Source: an optimization exercise on an open RTL-to-GDS flow (aim: small area, a short achievable clock period and few clock cycles). Production flows keep margins and buffers that such runs may drop.
At most, simulation tests tie the RTL to the original design; equivalence was not proved.
No activity file was given, so power comes from the tool's default toggle rates.

green:
==> module ansi_text_display_width_meter, before the edit <==
module ansi_text_display_width_meter (
    input  logic        clk,
    input  logic        rst_n,
    input  logic        in_valid,
    output logic        in_stall,
    input  logic [7:0]  text_byte,
    input  logic        is_last,
    output logic        out_valid,
    input  logic        out_stall,
    output logic [15:0] total_bytes,
    output logic [15:0] total_display,
    output logic [15:0] line_count,
    output logic [15:0] max_line_bytes,
    output logic [15:0] max_line_display
);
    logic        out_valid_reg;
    logic        dirty;          
    logic [1:0]  phase;
    logic        line_empty;     
    logic [15:0] bt;             
    logic [15:0] dt;             
    logic [15:0] dt_save;        
    logic [15:0] lc;             
    logic [15:0] wb;             
    logic [15:0] gb;             
    logic [15:0] wd;             
    logic [15:0] gd;             
    logic [15:0] wd_save;        
    logic [15:0] gd_save;        
    logic in_lf, in_esc, in_lbrack, in_m, in_param;
    logic b_valid, b_last, is_lf, is_esc, is_lbrack, is_m, is_param;
    logic take, clr, close, stay, gb_zero, gd_zero;
    logic inc_bt, inc_dt, inc_lc, inc_wb, dec_gb, inc_wd, dec_gd;
    atdw_step u_cls (
        .text_byte (text_byte),
        .is_lf     (in_lf),
        .is_esc    (in_esc),
        .is_lbrack (in_lbrack),
        .is_m      (in_m),
        .is_param  (in_param)
    );
    assign in_stall = out_valid_reg;
    always_ff @(posedge clk or negedge rst_n)
    begin
        if (!rst_n)
            b_valid <= 1'b0;
        else if (!out_valid_reg)
            b_valid <= in_valid;
    end
    always_ff @(posedge clk)
    begin
        if (!out_valid_reg)
        begin
            b_last    <= is_last;
            is_lf     <= in_lf;
            is_esc    <= in_esc;
            is_lbrack <= in_lbrack;
            is_m      <= in_m;
            is_param  <= in_param;
        end
    end
    assign take = b_valid && !out_valid_reg;
    assign clr  = (out_valid_reg && !out_stall) || dirty;
    always_ff @(posedge clk or negedge rst_n)
    begin
        if (!rst_n)
        begin
            out_valid_reg <= 1'b0;
            dirty         <= 1'b1;
        end
        else
        begin
            out_valid_reg <= (take && b_last) || (out_valid_reg && out_stall);
            dirty         <= 1'b0;
        end
    end
    assign close   = (phase == atdw_pkg::PH_PARAM) && is_m;
    assign stay    = ((phase == atdw_pkg::PH_ESC) && is_lbrack) || ((phase == atdw_pkg::PH_PARAM) && is_param);
    assign gb_zero = (gb == 16'd0);
    assign gd_zero = (gd == 16'd0);
    assign inc_bt = take && !(&bt);
    assign inc_dt = take && !(&dt);
    assign inc_lc = take && !is_lf && line_empty && !(&lc);
    assign inc_wb = take && !is_lf && gb_zero && !(&wb);
    assign dec_gb = take && !is_lf && !gb_zero;
    assign inc_wd = take && !is_lf && gd_zero && !(&wd);
    assign dec_gd = take && !is_lf && !gd_zero;
    always_ff @(posedge clk)
    begin
        if (clr)
        begin
            phase      <= atdw_pkg::PH_IDLE;
            line_empty <= 1'b1;
        end
        else if (take)
        begin
            phase      <= is_esc ? atdw_pkg::PH_ESC : (stay ? atdw_pkg::PH_PARAM : atdw_pkg::PH_IDLE);
            line_empty <= is_lf;
        end
    end
    always_ff @(posedge clk)
    begin
        if (take && is_esc)
        begin
            dt_save <= dt;
            wd_save <= wd;
            gd_save <= gd;
        end
    end
    always_ff @(posedge clk)
    begin
        bt <= clr ? 16'd0 : bt + {15'd0, inc_bt};
        dt <= clr ? 16'd0 : (take && close) ? dt_save : dt + {15'd0, inc_dt};
        lc <= clr ? 16'd0 : lc + {15'd0, inc_lc};
        wb <= clr ? 16'd0 : wb + {15'd0, inc_wb};
        gb <= clr ? 16'd0 : (take && is_lf) ? wb : gb - {15'd0, dec_gb};
        wd <= clr ? 16'd0 : (take && close) ? wd_save : wd + {15'd0, inc_wd};
        gd <= clr ? 16'd0 : (take && close) ? gd_save : (take && is_lf) ? wd : gd - {15'd0, dec_gd};
    end
    assign out_valid        = out_valid_reg;
    assign total_bytes      = bt;
    assign total_display    = dt;
    assign line_count       = lc;
    assign max_line_bytes   = wb;
    assign max_line_display = wd;
endmodule
==> flow/config.mk <==
export PLATFORM = sky130hd
export DESIGN_NAME = ansi_text_display_width_meter
export DESIGN_NICKNAME = ansi_text_display_width_meter
export VERILOG_FILES = /design/flow/design.v
export SDC_FILE = /design/flow/constraint.sdc
export NUM_CORES = 4
export LEC_CHECK = 0
export CAP_MARGIN = 20
export CORE_MARGIN = 2
export CORE_UTILIZATION = 40
export SLEW_MARGIN = 20
==> flow/constraint.sdc <==
create_clock -name core_clock -period 9.0 [get_ports {clk}]
set_input_delay 1.8000 -clock core_clock [delete_from_list [all_inputs] [get_ports {clk}]]
set_output_delay 1.8000 -clock core_clock [all_outputs]
set_load 0.01 [all_outputs]
standard.sh (not shown) runs the stock make flow with config.mk's settings and CLKGATE_MAP_FILE= SYNTH_SCRIPT=/design/flow/synth_recipe.tcl, a recipe that flattens the netlist after the stock synthesis.
==> flow/flow/run.sh <==
#!/bin/bash
set -o pipefail
bash standard.sh 'BUFFER_PORTS_ARGS=-buffer_cell sky130_fd_sc_hd__buf_1' 'SETUP_SLACK_MARGIN=6.0' 'CTS_ARGS=-sink_clustering_enable -repair_clock_nets -buf_list sky130_fd_sc_hd__clkbuf_8 -sink_clustering_size 30 -dont_use_dummy_load' finish > standard.log 2>&1
Testbench counts of green, summed over its fixed seeds: cycles 154,188.
Here is what was changed in the inputs of red compared with green.
--- a/flow/design.v
+++ b/flow/design.v
@@ -45,4 +45,5 @@
 );
     logic        out_valid_reg;
+    logic        stall_reg;      
     logic        dirty;          
     logic [1:0]  phase;
@@ -70,38 +71,28 @@
         .is_param  (in_param)
     );
-    assign in_stall = out_valid_reg;
+    assign in_stall = stall_reg;
+    assign b_valid  = in_valid;
+    assign b_last   = is_last;
+    assign is_lf     = in_lf;
+    assign is_esc    = in_esc;
+    assign is_lbrack = in_lbrack;
+    assign is_m      = in_m;
+    assign is_param  = in_param;
+    assign take  = b_valid && !stall_reg;
+    assign dirty = stall_reg && !out_valid_reg;
+    assign clr   = (out_valid_reg && !out_stall) || dirty;
     always_ff @(posedge clk or negedge rst_n)
     begin
         if (!rst_n)
-            b_valid <= 1'b0;
-        else if (!out_valid_reg)
-            b_valid <= in_valid;
+            out_valid_reg <= 1'b0;
+        else
+            out_valid_reg <= (take && b_last) || (out_valid_reg && out_stall);
     end
-    always_ff @(posedge clk)
-    begin
-        if (!out_valid_reg)
-        begin
-            b_last    <= is_last;
-            is_lf     <= in_lf;
-            is_esc    <= in_esc;
-            is_lbrack <= in_lbrack;
-            is_m      <= in_m;
-            is_param  <= in_param;
-        end
-    end
-    assign take = b_valid && !out_valid_reg;
-    assign clr  = (out_valid_reg && !out_stall) || dirty;
     always_ff @(posedge clk or negedge rst_n)
     begin
         if (!rst_n)
-        begin
-            out_valid_reg <= 1'b0;
-            dirty         <= 1'b1;
-        end
+            stall_reg <= 1'b1;
         else
-        begin
-            out_valid_reg <= (take && b_last) || (out_valid_reg && out_stall);
-            dirty         <= 1'b0;
-        end
+            stall_reg <= (take && b_last) || (out_valid_reg && out_stall);
     end
     assign close   = (phase == atdw_pkg::PH_PARAM) && is_m;
--- outcome ---
Taking green as the reference, in red power consumed by combinational cells moved down, final clock period utilization by the worst path moved up, portion of total power attributed to the clock network moved up, register area moved down, number of non-filler instances in the completed layout moved up.
For red, the capturing instance or port of the critical path was gd[4], unlike green, where it was total_display[1].
Looking at wire length per cell after detailed routing, red sits 2.7 um above green.
Leakage power figure delta (red − green): unfavourable
Net load switching power ends up lower on red.
Re peak fanout along the critical path: green was higher than red.
Share of flip-flops with an asynchronous set or reset after synthesis ends up lower on red.
green → red: area overhead of the layout relative to synthesis rose 20 points, post-placement worst setup slack fell 920 ps, top achievable clock speed fell about 16%.
Function not checked in red: the RTL went through the layout flow alone.

[port drivers added, routing unchanged]
No port has a modelled driver above. Below, the same layouts with a new extraction and two added sets of constraints. Step 1 (the two cells are an assumption about what drives the block):
set clk [get_ports {clk}]
set_driving_cell -lib_cell sky130_fd_sc_hd__clkbuf_16 $clk
set_driving_cell -lib_cell sky130_fd_sc_hd__buf_2 [delete_from_list [all_inputs] $clk]
Step 2, shift: input delay + t, output delay - t, t = (earliest + latest rising clock arrival at the registers) / 2. This alone moves slack from input paths to output paths. Slacks: ideal ports / drivers / drivers and shift; pairs: ideal ports / drivers.
run	shift t [ns]	setup slack, ns	latest minus earliest clock arrival (ns)	worst slew at a driven data input, ns
green	0.487	6.074 / 6.029 / 5.816	0.029 / 0.030	0.04
red	0.489	5.532 / 5.545 / 5.056	0.036 / 0.036	0.05
After both steps setup and hold are still met in every run listed. For red, which loses most, drivers alone change the setup slack by +0.013 ns; drivers and shift together by -0.476 ns.
